Source: an optimization exercise on an open RTL-to-GDS flow (aim: small area, a short achievable clock period and few clock cycles per item). Production flows keep margins and buffers that such runs may drop.
Only simulation tests tie the RTL to the original design; equivalence was not proved.
Power and IR drop assume default switching activity.

**design/flow/config.mk**
```make
export PLATFORM = sky130hd
export DESIGN_NAME = gamepad_input_qualifier_top
export DESIGN_NICKNAME = gamepad_input_qualifier_top
export VERILOG_FILES = /design/flow/design.v
export SDC_FILE = /design/flow/constraint.sdc
export NUM_CORES = 4
export LEC_CHECK = 0
export CAP_MARGIN = 20
export CORE_MARGIN = 2
export CORE_UTILIZATION = 40
export SLEW_MARGIN = 20
```
**design/flow/constraint.sdc**
```tcl
create_clock -name core_clock -period 8.0 [get_ports {clk_i}]
set_input_delay 1.6000 -clock core_clock [delete_from_list [all_inputs] [get_ports {clk_i}]]
set_output_delay 1.6000 -clock core_clock [all_outputs]
set_load 0.01 [all_outputs]
```
**design/flow/design.v**
```verilog
`timescale 1ns / 1ps
package gpq_pkg;
  localparam int unsigned NUM_BUTTONS = 16;
  localparam int unsigned NUM_STICK   = 8;
  localparam int unsigned NUM_TRIG    = 2;
  localparam int unsigned NUM_HOLD    = NUM_BUTTONS + NUM_STICK;
  localparam int unsigned NUM_ALL     = NUM_HOLD + NUM_TRIG;
  localparam int unsigned AXIS_W  = 16;
  localparam int unsigned SCALE_W = 16;
  localparam int unsigned PULL_W  = 8;
  localparam int unsigned QIDX_W  = 5;
  localparam int unsigned QTIME_W = 16;
  localparam int unsigned FIRST_W = 6;
  localparam int unsigned IDX_L_UP    = NUM_BUTTONS + 0;
  localparam int unsigned IDX_L_DOWN  = NUM_BUTTONS + 1;
  localparam int unsigned IDX_L_RIGHT = NUM_BUTTONS + 2;
  localparam int unsigned IDX_L_LEFT  = NUM_BUTTONS + 3;
  localparam int unsigned IDX_R_UP    = NUM_BUTTONS + 4;
  localparam int unsigned IDX_R_DOWN  = NUM_BUTTONS + 5;
  localparam int unsigned IDX_R_RIGHT = NUM_BUTTONS + 6;
  localparam int unsigned IDX_R_LEFT  = NUM_BUTTONS + 7;
  localparam int unsigned IDX_L_TRIG  = NUM_HOLD + 0;
  localparam int unsigned IDX_R_TRIG  = NUM_HOLD + 1;
  localparam logic [FIRST_W-1:0] FIRST_NONE = '1;
  localparam logic [SCALE_W-1:0] FULL_SCALE_RST = 16'd32767;
  localparam logic [PULL_W-1:0]  TRIG_THR_RST   = 8'd127;
  localparam int unsigned CFG_IDX_W  = 2;
  localparam int unsigned CFG_DATA_W = 16;
  typedef enum logic [CFG_IDX_W-1:0] {
    CFG_FULL_SCALE_X   = 2'd0,
    CFG_FULL_SCALE_Y   = 2'd1,
    CFG_TRIG_THRESHOLD = 2'd2
  } cfg_reg_e;
  typedef enum logic [2:0] {
    ST_IDLE,
    ST_QUAL,
    ST_QUERY,
    ST_DIV,
    ST_DONE
  } state_e;
  typedef struct packed {
    logic [QTIME_W-1:0]       query_period;
    logic [QTIME_W-1:0]       query_delay;
    logic [QIDX_W-1:0]        query_index;
    logic [PULL_W-1:0]        right_pull;
    logic [PULL_W-1:0]        left_pull;
    logic signed [AXIS_W-1:0] right_y;
    logic signed [AXIS_W-1:0] right_x;
    logic signed [AXIS_W-1:0] left_y;
    logic signed [AXIS_W-1:0] left_x;
    logic [NUM_BUTTONS-1:0]   button_bits;
  } frame_t;
  typedef struct packed {
    logic                      repeat_fire;
    logic signed [FIRST_W-1:0] first_active;
    logic [NUM_ALL-1:0]        release_edges;
    logic [NUM_ALL-1:0]        press_edges;
    logic [NUM_ALL-1:0]        held_bits;
  } result_t;
  localparam int unsigned FRAME_W     = 2 * QTIME_W + QIDX_W + 2 * PULL_W + 4 * AXIS_W + NUM_BUTTONS;
  localparam int unsigned RESULT_W    = 1 + FIRST_W + 3 * NUM_ALL;
  localparam int unsigned IN_TDATA_W  = ((FRAME_W + 7) / 8) * 8;
  localparam int unsigned OUT_TDATA_W = ((RESULT_W + 7) / 8) * 8;
endpackage
`timescale 1ns / 1ps
module gpq_axis (
  input  logic signed [gpq_pkg::AXIS_W-1:0]  axis_i,
  input  logic        [gpq_pkg::SCALE_W-1:0] full_scale_i,
  output logic                               pos_o,
  output logic                               neg_o
);
  localparam int unsigned CW = gpq_pkg::AXIS_W + 2;
  logic signed [CW-1:0] twice;
  logic signed [CW-1:0] scale;
  assign twice = {axis_i[gpq_pkg::AXIS_W-1], axis_i, 1'b0};
  assign scale = $signed({2'b00, full_scale_i});
  assign pos_o = twice > scale;
  assign neg_o = twice < -scale;
endmodule
`timescale 1ns / 1ps
module gpq_lane #(
  parameter int unsigned HOLD_WIDTH = 16
) (
  input  logic                  clk_i,
  input  logic                  rst_ni,
  input  logic                  step_i,
  input  logic                  active_i,
  output logic [HOLD_WIDTH-1:0] hold_o
);
  logic [HOLD_WIDTH-1:0] hold_q;
  logic [HOLD_WIDTH-1:0] hold_d;
  always_comb begin
    hold_d = hold_q;
    if (step_i) begin
      if (!active_i) begin
        hold_d = '0;
      end else if (hold_q != '1) begin
        hold_d = hold_q + HOLD_WIDTH'(1);
      end
    end
  end
  always_ff @(posedge clk_i or negedge rst_ni) begin
    if (!rst_ni) begin
      hold_q <= '0;
    end else begin
      hold_q <= hold_d;
    end
  end
  assign hold_o = hold_q;
endmodule
`timescale 1ns / 1ps
module gpq_rem #(
  parameter int unsigned DW = 16,
  parameter int unsigned VW = 16
) (
  input  logic          clk_i,
  input  logic          rst_ni,
  input  logic          start_i,
  input  logic [DW-1:0] dividend_i,
  input  logic [VW-1:0] divisor_i,
  output logic          done_o,
  output logic [VW-1:0] rem_o
);
  localparam int unsigned CNT_W = $clog2(DW + 1);
  logic [DW-1:0]    dvd_q, dvd_d;
  logic [VW-1:0]    div_q, div_d;
  logic [VW-1:0]    rem_q, rem_d;
  logic [CNT_W-1:0] cnt_q, cnt_d;
  logic             busy_q, busy_d;
  logic             done_q, done_d;
  logic [VW:0]      trial;
  assign trial = {rem_q, dvd_q[DW-1]};
  always_comb begin
    dvd_d  = dvd_q;
    div_d  = div_q;
    rem_d  = rem_q;
    cnt_d  = cnt_q;
    busy_d = busy_q;
    done_d = 1'b0;
    if (start_i) begin
      dvd_d  = dividend_i;
      div_d  = divisor_i;
      rem_d  = '0;
      cnt_d  = CNT_W'(DW);
      busy_d = 1'b1;
    end else if (busy_q) begin
      dvd_d = dvd_q << 1;
      if (trial >= {1'b0, div_q}) begin
        rem_d = VW'(trial - {1'b0, div_q});
      end else begin
        rem_d = trial[VW-1:0];
      end
      cnt_d = cnt_q - CNT_W'(1);
      if (cnt_q == CNT_W'(1)) begin
        busy_d = 1'b0;
        done_d = 1'b1;
      end
    end
  end
  always_ff @(posedge clk_i or negedge rst_ni) begin
    if (!rst_ni) begin
      busy_q <= 1'b0;
      done_q <= 1'b0;
      cnt_q  <= '0;
    end else begin
      busy_q <= busy_d;
      done_q <= done_d;
      cnt_q  <= cnt_d;
    end
  end
  always_ff @(posedge clk_i) begin
    dvd_q <= dvd_d;
    div_q <= div_d;
    rem_q <= rem_d;
  end
  assign done_o = done_q;
  assign rem_o  = rem_q;
endmodule
`timescale 1ns / 1ps
module gamepad_input_qualifier_top #(
  parameter int unsigned HOLD_WIDTH = 16
) (
  input  logic                                  clk_i,
  input  logic                                  rst_ni,
  input  logic [gpq_pkg::IN_TDATA_W-1:0]        s_axis_tdata,
  input  logic                                  s_axis_tvalid,
  output logic                                  s_axis_tready,
  output logic [gpq_pkg::OUT_TDATA_W-1:0]       m_axis_tdata,
  output logic                                  m_axis_tvalid,
  input  logic                                  m_axis_tready,
  input  logic                                  cfg_valid_i,
  output logic                                  cfg_ready_o,
  input  logic [gpq_pkg::CFG_IDX_W-1:0]         cfg_index_i,
  input  logic [gpq_pkg::CFG_DATA_W-1:0]        cfg_data_i
);
  localparam int unsigned CMP_W = (HOLD_WIDTH > gpq_pkg::QTIME_W) ?
                                  HOLD_WIDTH : gpq_pkg::QTIME_W;
  gpq_pkg::state_e state_q, state_d;
  logic [gpq_pkg::SCALE_W-1:0] full_scale_x_q;
  logic [gpq_pkg::SCALE_W-1:0] full_scale_y_q;
  logic [gpq_pkg::PULL_W-1:0]  trig_thr_q;
  gpq_pkg::frame_t  frame_q;
  gpq_pkg::result_t result_q;
  logic             m_valid_q, m_valid_d;
  logic [gpq_pkg::NUM_ALL-1:0] prev_q;
  logic [gpq_pkg::NUM_ALL-1:0] held_q, press_q, rel_q;
  logic [gpq_pkg::FIRST_W-1:0] first_q, first_d;
  logic                        fire_q, fire_d;
  logic [gpq_pkg::NUM_ALL-1:0] act;
  logic [gpq_pkg::NUM_STICK-1:0] stick;
  logic [HOLD_WIDTH-1:0]       hold_w [gpq_pkg::NUM_HOLD];
  logic [HOLD_WIDTH-1:0]       hold_sel;
  logic [CMP_W-1:0]            diff;
  logic                        q_valid;
  logic                        in_xfer;
  logic                        lane_step;
  logic                        load_out;
  logic                        rem_start;
  logic                        rem_done;
  logic [gpq_pkg::QTIME_W-1:0] rem_val;
  assign cfg_ready_o = 1'b1;
  always_ff @(posedge clk_i or negedge rst_ni) begin
    if (!rst_ni) begin
      full_scale_x_q <= gpq_pkg::FULL_SCALE_RST;
      full_scale_y_q <= gpq_pkg::FULL_SCALE_RST;
      trig_thr_q     <= gpq_pkg::TRIG_THR_RST;
    end else if (cfg_valid_i && cfg_ready_o) begin
      unique case (cfg_index_i)
        gpq_pkg::CFG_FULL_SCALE_X:   full_scale_x_q <= cfg_data_i;
        gpq_pkg::CFG_FULL_SCALE_Y:   full_scale_y_q <= cfg_data_i;
        gpq_pkg::CFG_TRIG_THRESHOLD: trig_thr_q <= cfg_data_i[gpq_pkg::PULL_W-1:0];
        default: ;
      endcase
    end
  end
  gpq_axis u_axis_ly (
    .axis_i(frame_q.left_y), .full_scale_i(full_scale_y_q),
    .pos_o(stick[0]), .neg_o(stick[1])
  );
  gpq_axis u_axis_lx (
    .axis_i(frame_q.left_x), .full_scale_i(full_scale_x_q),
    .pos_o(stick[2]), .neg_o(stick[3])
  );
  gpq_axis u_axis_ry (
    .axis_i(frame_q.right_y), .full_scale_i(full_scale_y_q),
    .pos_o(stick[4]), .neg_o(stick[5])
  );
  gpq_axis u_axis_rx (
    .axis_i(frame_q.right_x), .full_scale_i(full_scale_x_q),
    .pos_o(stick[6]), .neg_o(stick[7])
  );
  always_comb begin
    act = '0;
    act[gpq_pkg::NUM_BUTTONS-1:0] = frame_q.button_bits;
    act[gpq_pkg::IDX_R_LEFT:gpq_pkg::IDX_L_UP] = stick;
    act[gpq_pkg::IDX_L_TRIG] = frame_q.left_pull > trig_thr_q;
    act[gpq_pkg::IDX_R_TRIG] = frame_q.right_pull > trig_thr_q;
  end
  for (genvar g = 0; g < gpq_pkg::NUM_HOLD; g++) begin : g_lane
    gpq_lane #(
      .HOLD_WIDTH(HOLD_WIDTH)
    ) u_lane (
      .clk_i   (clk_i),
      .rst_ni  (rst_ni),
      .step_i  (lane_step),
      .active_i(act[g]),
      .hold_o  (hold_w[g])
    );
  end
  always_comb begin
    first_d = gpq_pkg::FIRST_NONE;
    for (int i = gpq_pkg::NUM_ALL - 1; i >= 0; i--) begin
      if (act[i]) begin
        first_d = gpq_pkg::FIRST_W'(i);
      end
    end
  end
  assign q_valid  = frame_q.query_index < gpq_pkg::QIDX_W'(gpq_pkg::NUM_HOLD);
  assign hold_sel = q_valid ? hold_w[frame_q.query_index] : '0;
  assign diff     = CMP_W'(hold_sel) - CMP_W'(frame_q.query_delay);
  gpq_rem #(
    .DW(HOLD_WIDTH),
    .VW(gpq_pkg::QTIME_W)
  ) u_rem (
    .clk_i     (clk_i),
    .rst_ni    (rst_ni),
    .start_i   (rem_start),
    .dividend_i(diff[HOLD_WIDTH-1:0]),
    .divisor_i (frame_q.query_period),
    .done_o    (rem_done),
    .rem_o     (rem_val)
  );
  assign in_xfer = s_axis_tvalid && s_axis_tready;
  always_comb begin
    state_d       = state_q;
    s_axis_tready = 1'b0;
    lane_step     = 1'b0;
    rem_start     = 1'b0;
    load_out      = 1'b0;
    fire_d        = fire_q;
    unique case (state_q)
      gpq_pkg::ST_IDLE: begin
        s_axis_tready = 1'b1;
        if (s_axis_tvalid) begin
          state_d = gpq_pkg::ST_QUAL;
        end
      end
      gpq_pkg::ST_QUAL: begin
        lane_step = 1'b1;
        state_d   = gpq_pkg::ST_QUERY;
      end
      gpq_pkg::ST_QUERY: begin
        fire_d  = 1'b0;
        state_d = gpq_pkg::ST_DONE;
        if (q_valid) begin
          if (CMP_W'(hold_sel) > CMP_W'(frame_q.query_delay)) begin
            if (frame_q.query_period != '0) begin
              rem_start = 1'b1;
              state_d   = gpq_pkg::ST_DIV;
            end
          end else begin
            fire_d = hold_sel == HOLD_WIDTH'(1);
          end
        end
      end
      gpq_pkg::ST_DIV: begin
        if (rem_done) begin
          fire_d  = rem_val == '0;
          state_d = gpq_pkg::ST_DONE;
        end
      end
      gpq_pkg::ST_DONE: begin
        if (!m_valid_q || m_axis_tready) begin
          load_out = 1'b1;
          state_d  = gpq_pkg::ST_IDLE;
        end
      end
      default: state_d = gpq_pkg::ST_IDLE;
    endcase
  end
  always_comb begin
    m_valid_d = m_valid_q;
    if (load_out) begin
      m_valid_d = 1'b1;
    end else if (m_axis_tready) begin
      m_valid_d = 1'b0;
    end
  end
  always_ff @(posedge clk_i or negedge rst_ni) begin
    if (!rst_ni) begin
      state_q   <= gpq_pkg::ST_IDLE;
      m_valid_q <= 1'b0;
      prev_q    <= '0;
    end else begin
      state_q   <= state_d;
      m_valid_q <= m_valid_d;
      if (lane_step) begin
        prev_q <= act;
      end
    end
  end
  always_ff @(posedge clk_i) begin
    if (in_xfer) begin
      frame_q <= gpq_pkg::frame_t'(s_axis_tdata[gpq_pkg::FRAME_W-1:0]);
    end
    if (lane_step) begin
      held_q  <= act;
      press_q <= act & ~prev_q;
      rel_q   <= prev_q & ~act;
      first_q <= first_d;
    end
    fire_q <= fire_d;
    if (load_out) begin
      result_q.held_bits     <= held_q;
      result_q.press_edges   <= press_q;
      result_q.release_edges <= rel_q;
      result_q.first_active  <= first_q;
      result_q.repeat_fire   <= fire_d;
    end
  end
  assign m_axis_tvalid = m_valid_q;
  assign m_axis_tdata  = gpq_pkg::OUT_TDATA_W'(result_q);
endmodule
```
**design/flow/run.sh**
```bash
#!/bin/bash
# synth_recipe.tcl (not shown) runs the flow's synth.tcl, then flattens the netlist and writes it again
# the make line also repeats each setting of config.mk as NAME=value (left out here)
make -C /OpenROAD-flow-scripts/flow DESIGN_CONFIG=/design/flow/config.mk WORK_HOME=/design/flow/orfs CLKGATE_MAP_FILE= SYNTH_SCRIPT=/design/flow/synth_recipe.tcl finish
```
==> run notes <==
-- registers in the layout, indices dropped and copies added, names as in the netlist --
register              count
g_lane.u_lane.hold_q    384
frame_q                 133
result_q                 85
held_q                   26
press_q                  26
prev_q                   26
rel_q                    26
full_scale_x_q           16
full_scale_y_q           16
u_rem.div_q              16
u_rem.dvd_q              16
u_rem.rem_q              16
trig_thr_q                8
first_q                   6
u_rem.cnt_q               5
state_q                   3
fire_q                    1
m_valid_q                 1
u_rem.busy_q              1
u_rem.done_q              1
-- area by class of cell --
cell class	count	area, sq um
Clock buffer	123	2540
Fill cell	9670	54570
Multi-Input combinational cell	2882	18500
Inverter	157	594.3
Tap cell	1380	1727
Antenna cell	5	12.51
Sequential cell	812	21950
Timing Repair Buffer	295	2875
Clock inverter	52	575.6
-- Yosys cell counts (all sizes together) (114+ instances only) --
master / instances
nand3: 171
xnor2: 127
xor2: 172
dfrtp: 424
nand2: 343
a21oi: 144
o21ai: 193
inv: 156
nor2: 488
a22oi: 114
ha: 195
edfxtp: 334
-- worst reg2reg max path, cell delays in order (launching register included) --
cell and delay (ns):
edfxtp_1 0.89, nand2b_1 0.41, nor2_1 0.29, buf_4 0.25, a22oi_1 0.15, nand4_1 0.17
nor4b_1 0.70, nor3_1 0.19, ha_1 0.40, a211o_1 0.34, a2111oi_0 0.55, o31ai_1 0.19
o41ai_1 0.73, o22ai_1 0.24, and3b_2 0.55, buf_4 0.36, mux2_2 0.30
-- cell families after synthesis --
logic type	count (synthesis)
DFF	812
other	2
buffers and inverters	292
xor gates and xnor gates	299
adders and majority gates	197
muxes	57
and+or+nand+nor	1598
AOI/OAI and AO/OA	727
-- routing by layer --
layer | vias to the layer above | track usage, % | share of wire [%] | wire [microns]
met5 | - | 0 | 0 | 0
met4 | 0 | 9.992 | 4.1 | 5473
met3 | 233 | 4.154 | 6.6 | 8697
met2 | 1015 | 39.40 | 47 | 61800
met1 | 15810 | 32.89 | 43 | 56250
li1 | 14990 | - | - | -
-- power by group through the flow --
stage / clock (W) / sequential, W / combinational (W)
final: 0.00428 / 0.00608 / 0.00397
after global routing: 0.00455 / 0.00615 / 0.00443
after CTS: 0.00439 / 0.00607 / 0.00399
after detailed placement: 0 / 0.00614 / 0.00397
after global placement: 0 / 0.00613 / 0.00390
after floorplan: 0 / 0.00587 / 0.00265
-- final timing paths --
| kind | endpoint | slack, ns | start |
|---|---|---|---|
| max reg2reg | u_rem.dvd_q[14]$_DFFE_PP_ | 1.01 | frame_q[96]$_DFFE_PP_ |
| max | u_rem.dvd_q[14]$_DFFE_PP_ | 1.01 | frame_q[96]$_DFFE_PP_ |
| min in group asynchronous | trig_thr_q[7]$_DFFE_PN0P_ | 0.95 | rst_ni |
| min | result_q[36]$_DFFE_PP_ | 0.41 | press_q[10]$_DFFE_PP_ |
| max in group asynchronous | g_lane[12].u_lane.hold_q[14]$_DFFE_PN0P_ | 5.56 | rst_ni |
| min reg2reg | result_q[36]$_DFFE_PP_ | 0.41 | press_q[10]$_DFFE_PP_ |
-- stage by stage --
stage,cells,area [sq um],power (W),util [%]
4_1_cts,5701,48760,0.01445,47.18
2_1_floorplan,3986,41570,0.008518,-
3_5_place_dp,5526,45650,0.01011,44.17
5_1_grt,5705,48770,0.01514,47.19
6_report,5706,48780,0.01433,47.19
3_3_place_gp,5526,45640,0.01004,44.16
==> impl_metrics.json <==
{
  "path_buf_inv": 2,
  "synth_top_area_cell": "dfrtp_1",
  "die_y_microns": 326.4,
  "rsz0062_at_grt": "false",
  "drv_cap": 0,
  "r2r_cells": 16,
  "power.share.sequential_pct": 42.4,
  "setup_viol": 0,
  "yosys.area_share.simple_pct": 18.95,
  "area_growth_syn_to_layout_pct": 17.34,
  "netlist_instances": 3984,
  "power.switching_w": 0.005015,
  "hold_class": "flop to flop",
  "antenna_found_initial": 8,
  "clk_pin_slew_ns": 0.06,
  "path_delay_family": "simple AND/OR/NAND/NOR gates",
  "synth_cell_type_count": 99,
  "ys_ff_latch": 812,
  "synth.avg_cell_area_sq_um": 10.43,
  "crit_fanout": 36,
  "fmax_mhz": 143.2,
  "synth_top_family_by_area": "simple AND/OR/NAND/NOR gates",
  "cts_tree": "done",
  "netlist_area_sq_um": 41570,
  "p_int_w": 0.009317,
  "viasPerCell": 5.615,
  "switching_share_pct": 34.99,
  "synthTopCellsByArea": "dfrtp_1, edfxtp_1, ha_1",
  "period_share_pct": 87.32,
  "synth_top_cell_area_share_pct": 25.53,
  "synth_xor_area_share_pct": 6.300,
  "postCtsSetupBuffers": 0,
  "routed_wl_mm": 132.2,
  "via_count": 32040,
  "drv_slew": 0,
  "cts_num_sinks": 812,
  "path_cells": "nand2b_1, nor2_1, buf_4, a22oi_1, nand4_1, nor4b_1, nor3_1, ha_1, a211o_1, a2111oi_0, o31ai_1, o41ai_1, o22ai_1, and3b_2, buf_4, mux2_2",
  "worstMarginPinSlew_ns": 1.097,
  "start_util_pct": 40.22,
  "yosys-mux-area-fraction_pct": 1.490,
  "synth_compound_area_share_pct": 11.61,
  "gr-total-overflow": 0,
  "holdPathStages": 0,
  "drive_gt1_share_pct": 7.799,
  "clkPwrFrac_pct": 29.9,
  "drtAntennaViolNets": 0,
  "grt_first_pass_wirelength_mm": 195.1,
  "h-tree-depth": 3,
  "critPathKind": "flop to flop",
  "arrival_ns": 7.43,
  "clkLatencyLatePin_ns": 0.70,
  "layout_common_cells": "nor2_1, dfrtp_1, nand2_1, edfxtp_1, clkdlybuf4s50_1",
  "synthAdderAreaFrac_pct": 5.966,
  "min_period_ns": 6.985,
  "ir_drop_mv": 0.2606,
  "grt_usage_pct": 24.49,
  "synth_enable_flop_cells": 334,
  "critPathRequiredTime_ns": 8.44,
  "p_per_area_nw_per_um2": 293.8,
  "core_area_sq_um": 103300,
  "drcViolationCount": 0,
  "die-area_sq_um": 106500,
  "nets": 4597,
  "async_reset_ff_share_pct": 56.77,
  "power_frac_comb_pct": 27.7,
  "crit_top_cell": "buf_4",
  "crit_path_top_delay_cell": "edfxtp_1",
  "cts-resized-gates": 0,
  "post-dp-hpwl_mm": 100.3,
  "endpoint_kind": "flop",
  "ys_warn_count": 4,
  "hold_viol_final": 0,
  "worst-path-stages": 16,
  "post_drt_wl_per_cell_microns": 23.17,
  "ys_seq_area_share_pct": 52.81,
  "grt_max_degree": 160,
  "numPortBuffers": 242,
  "status": "no timing/DRC/antenna violations",
  "slowest_delay_ns": 0.89,
  "layout_commonest_cell": "nor2_1",
  "fp.dieW_microns": 326.4,
  "relSlewSlack_pct": 26.71,
  "pre_cts_slack_ns": 1.097,
  "cts_buffers": 93,
  "clock_skew_ns": 0.04322,
  "gp_congestion": 1.029,
  "whs_ns": 0.4128,
  "postCtsHoldBufs": 0,
  "drtIter0Drc": 3094,
  "leakage_nw": 19.85,
  "synth_ff_type": "dfrtp_1",
  "tns_ns": 0,
  "setup_slack_ns": 1.015,
  "grt_pass1_vias": 30200,
  "dr.pass1.iters": 6,
  "cts_root_buf": "clkbuf_16",
  "rows": 118,
  "start_kind": "flop",
  "pin_count": 250,
  "cts.path.max_buffers": 3
}
Testbench counts, summed over its fixed seeds: cycles 51,406, items 4,800.

## port drivers added, routing unchanged
The results above use ideal ports. As a check the final layout listed here was re-extracted and re-timed, cells and wires unchanged.
Step 1: set_driving_cell puts a clkbuf_16 on clk_i and a buf_2 on each other input, an assumption about the parent block.
Step 2 moves the port delays by t, midway between the first and last clock arrival at a register: inputs arrive t later, outputs are due t later. That takes back most of the time a late clock gives input paths.
Three values: ideal ports, drivers, drivers and shift; two values: the first two.
shift t [ns]: 0.748
slack for setup (ns): 1.015 / 1.015 / 1.015
clock arrival spread, ns: 0.049 / 0.049
After both steps setup and hold are still met in this run. For this run, drivers alone change the setup slack by 0.000 ns; drivers and shift together by 0.000 ns.
